Source: an optimization exercise on an open RTL-to-GDS flow (aim: small area and a short achievable clock period). Production flows keep margins and buffers that such runs may drop. Only simulation tests tie the RTL to the original design; equivalence was not proved. Power figures rest on the tool's default switching activity, not on a simulated workload.

oak:
Design gomoku_core, start of the top module:
module gomoku_core (
    input  wire                   clk,
    input  wire                   rst,
    input  wire                   raw_valid,
    input  gomoku_pkg::key_code_t raw_code,
    input  wire                   btn,
    output gomoku_pkg::coord_t    cursor_row,
    output gomoku_pkg::coord_t    cursor_col,
    output logic [1:0]            current_player,
    output logic [1:0]            place_result,
    output logic                  game_over,
    output logic [1:0]            winner
);
    logic         k_place, k_vert, k_horz, k_inc;
    logic         place_en, fill, pl, occ_cur, win;
    logic [255:0] color;
    logic [15:0]  row_oh, col_oh;
    key_event_filter u_key_filter (
        .clk       (clk),
        .rst       (rst),
        .raw_valid (raw_valid),
        .raw_code  (raw_code),
        .k_place   (k_place),
        .k_vert    (k_vert),
        .k_horz    (k_horz),
        .k_inc     (k_inc)
    );
    game_ctrl u_game_ctrl (
        .clk            (clk),
        .rst            (rst),
        .k_place        (k_place),
        .k_vert         (k_vert),
        .k_horz         (k_horz),
        .k_inc          (k_inc),
        .btn            (btn),
        .occ_cur        (occ_cur),
        .win            (win),
        .place_en       (place_en),
        .fill           (fill),
        .pl             (pl),
        .cursor_row     (cursor_row),
        .cursor_col     (cursor_col),
        .row_oh         (row_oh),
        .col_oh         (col_oh),
        .current_player (current_player),
        .place_result   (place_result),
        .game_over      (game_over),
        .winner         (winner)
    );
    board_mem u_board_mem (
        .clk     (clk),
        .rst     (rst),
        .we      (place_en),
        .row_oh  (row_oh),
        .col_oh  (col_oh),
        .fill    (fill),
        .occ_cur (occ_cur),
        .color   (color)
    );
    five_row_checker u_checker (
        .clk   (clk),
        .color (color),
        .row   (cursor_row),
        .col   (cursor_col),
        .row_oh(row_oh),
        .col_oh(col_oh),
        .pl    (pl),
        .win   (win)
    );
endmodule
For scale: roughly 2700 cells after synthesis, roughly 600 flip-flops, ~23 I/O pins, roughly 0.028 sq mm of cells after synthesis.
clock: 12.0 ns
lec_check: 0
cap_margin: 20
core_margin: 2
core_utilization: 40
slew_margin: 50
standard.sh (not shown) runs the stock make flow with config.mk's settings and CLKGATE_MAP_FILE= SYNTH_SCRIPT=/design/flow/synth_recipe.tcl, a recipe that flattens the netlist after the stock synthesis.
==> flow/flow/run.sh <==
#!/bin/bash
# Standard synthesis and layout, with timing repair asked to leave setup slack
# of MARGIN ns at the design's clock period (the SDC is the standard flow's, unchanged),
# and a clock tree of clkbuf_8 cells without dummy loads.
set -euo pipefail
MARGIN=8.3
CTS="-sink_clustering_enable -repair_clock_nets -dont_use_dummy_load -buf_list sky130_fd_sc_hd__clkbuf_16 -sink_clustering_size 24 -sink_clustering_max_diameter 100"
bash standard.sh synth > synth.log 2>&1
bash standard.sh SETUP_SLACK_MARGIN=$MARGIN SLEW_MARGIN=50 "CTS_ARGS=$CTS" finish > layout.log 2>&1
Input-level comparison between pine and oak:
diff --git a/flow/config.mk b/flow/config.mk
--- a/flow/config.mk
+++ b/flow/config.mk
@@ -9,3 +9,3 @@
 export CORE_MARGIN = 2
-export CORE_UTILIZATION = 40
+export CORE_UTILIZATION = 50
 export SLEW_MARGIN = 50
[summary]
Taking oak as the reference, in pine via count of the first global-routing pass -83, total power consumption of the routed design went down by about 1.1%, smallest setup slack after layout grew by 0.0077 ns.
In terms of fraction of area in clock buffers and inverters, pine and oak differ only marginally.
Re area growth from synthesis to layout: oak and pine aren't equal, and the higher value belongs to oak.
On minimum period implied by the final worst setup slack, the higher figure sits with oak, not pine.
#### Input delta (birch over pine)
==> flow/flow/run.sh <==
#!/bin/bash
# Standard synthesis and layout, with timing repair asked to leave setup slack
# of MARGIN ns at the design's clock period (the SDC is the standard flow's, unchanged).
set -euo pipefail
MARGIN=8.3
bash standard.sh synth > synth.log 2>&1
bash standard.sh SETUP_SLACK_MARGIN=$MARGIN SLEW_MARGIN=50 finish > layout.log 2>&1
diff --git a/flow/config.mk b/flow/config.mk
--- a/flow/config.mk
+++ b/flow/config.mk
@@ -9,3 +9,3 @@
 export CORE_MARGIN = 2
-export CORE_UTILIZATION = 50
+export CORE_UTILIZATION = 40
 export SLEW_MARGIN = 50
Buffer count excluding the clock tree in the final layout in birch vs pine: down 4.3%. birch vs pine — clock-buffer cell count climbed by more than 100%. Relative to pine, the sequential share of layout area of birch is lower by 2.8 points. Setup slack: birch more than pine. As of birch, total length of routed wires had risen slightly compared to pine. Comparing pine and birch, the higher clock network area share is on birch. Compared with pine, in birch required time at the endpoint of the critical path +2.90 ns, fmax ~0 delta, shortest clock period the worst path allows after layout -0.0050 ns. A launch point of the critical path of u_game_ctrl.current_player[1] is what pine shows, while u_game_ctrl.row_oh[14] belongs to birch. Total power of birch is higher than that of pine. Violation count after the first detailed-route iteration improves in birch relative to pine.
The following lists how maple was set up differently from birch:
==> flow/flow/run.sh <==
#!/bin/bash
# Standard synthesis and layout, with timing repair asked to leave setup slack
# of MARGIN ns at the design's clock period (the SDC is the standard flow's, unchanged),
# and a clock tree of clkbuf_8 cells without dummy loads.
set -euo pipefail
MARGIN=8.3
CTS="-sink_clustering_enable -repair_clock_nets -dont_use_dummy_load -buf_list sky130_fd_sc_hd__clkbuf_8"
bash standard.sh synth > synth.log 2>&1
bash standard.sh SETUP_SLACK_MARGIN=$MARGIN SLEW_MARGIN=50 "CTS_ARGS=$CTS" finish > layout.log 2>&1
==> comparison <==
Every run in the comparison, birch and maple, completed the flow with a clean layout.
birch → maple: synthesis-to-finish area growth has decreased, relative area of non-clock buffer cells in the final design has remained practically unchanged, post-route worst hold slack has remained practically unchanged, starting utilization of the core area has remained practically unchanged.
maple ended up with fewer standard cells than birch.
Compared to birch, maple has worst setup slack 0.083 ns lower.
Input changes introduced in cedar (baseline for comparison: maple):
diff --git a/flow/flow/run.sh b/flow/flow/run.sh
--- a/flow/flow/run.sh
+++ b/flow/flow/run.sh
@@ -6,3 +6,3 @@
 MARGIN=8.3
-CTS="-sink_clustering_enable -repair_clock_nets -dont_use_dummy_load -buf_list sky130_fd_sc_hd__clkbuf_8"
+CTS="-sink_clustering_enable -repair_clock_nets -dont_use_dummy_load -buf_list sky130_fd_sc_hd__clkbuf_16 -sink_clustering_size 30 -sink_clustering_max_diameter 110"
 bash standard.sh synth > synth.log 2>&1
### Flow results
cedar vs maple: worst stage delay on the critical path up. Delta (cedar minus maple): sequential share of layout area picked up an extra 1.1 points, leakage component of the power lost 0.34 nW. [cedar vs maple] non-clock buffer count: higher in cedar. The global-route usage in cedar sits 0.59 points below the value recorded for maple.

-- separate check: timing with driven ports --
How much do the figures lean on ideal ports? The routed layouts below were timed once more, with nothing changed but the port constraints. Step 1, drivers: a clkbuf_16 drives clk and a buf_2 each remaining input, both assumed. Step 2 adds t to the input delays and takes it off the output delays; t is the mean of the earliest and latest rising clock arrival at the registers after step 1. Input paths then give back, and output paths get back, about the clock's delay inside the block. Slacks: ideal ports / drivers / drivers and shift; pairs: ideal ports / drivers.
| run | shift t [ns] | slack for setup (ns) | hold slack, ns | worst register clock-pin slew, ns |
|---|---|---|---|---|
| oak | 0.664 | 8.305 / 8.240 / 7.752 | 0.512 / 0.512 / 0.512 | 0.10 / 0.10 |
| pine | 0.658 | 8.313 / 8.248 / 7.725 | 0.509 / 0.509 / 0.509 | 0.10 / 0.10 |
| birch | 0.673 | 8.318 / 8.267 / 7.773 | 0.508 / 0.508 / 0.508 | 0.06 / 0.06 |
| maple | 0.748 | 8.235 / 8.176 / 7.681 | 0.507 / 0.507 / 0.507 | 0.06 / 0.06 |
| cedar | 0.652 | 8.223 / 8.223 / 7.787 | 0.513 / 0.513 / 0.513 | 0.12 / 0.12 |
After both steps every run listed still meets setup and hold. For pine, which loses most, drivers alone change the setup slack by -0.065 ns; drivers and shift together by -0.588 ns.
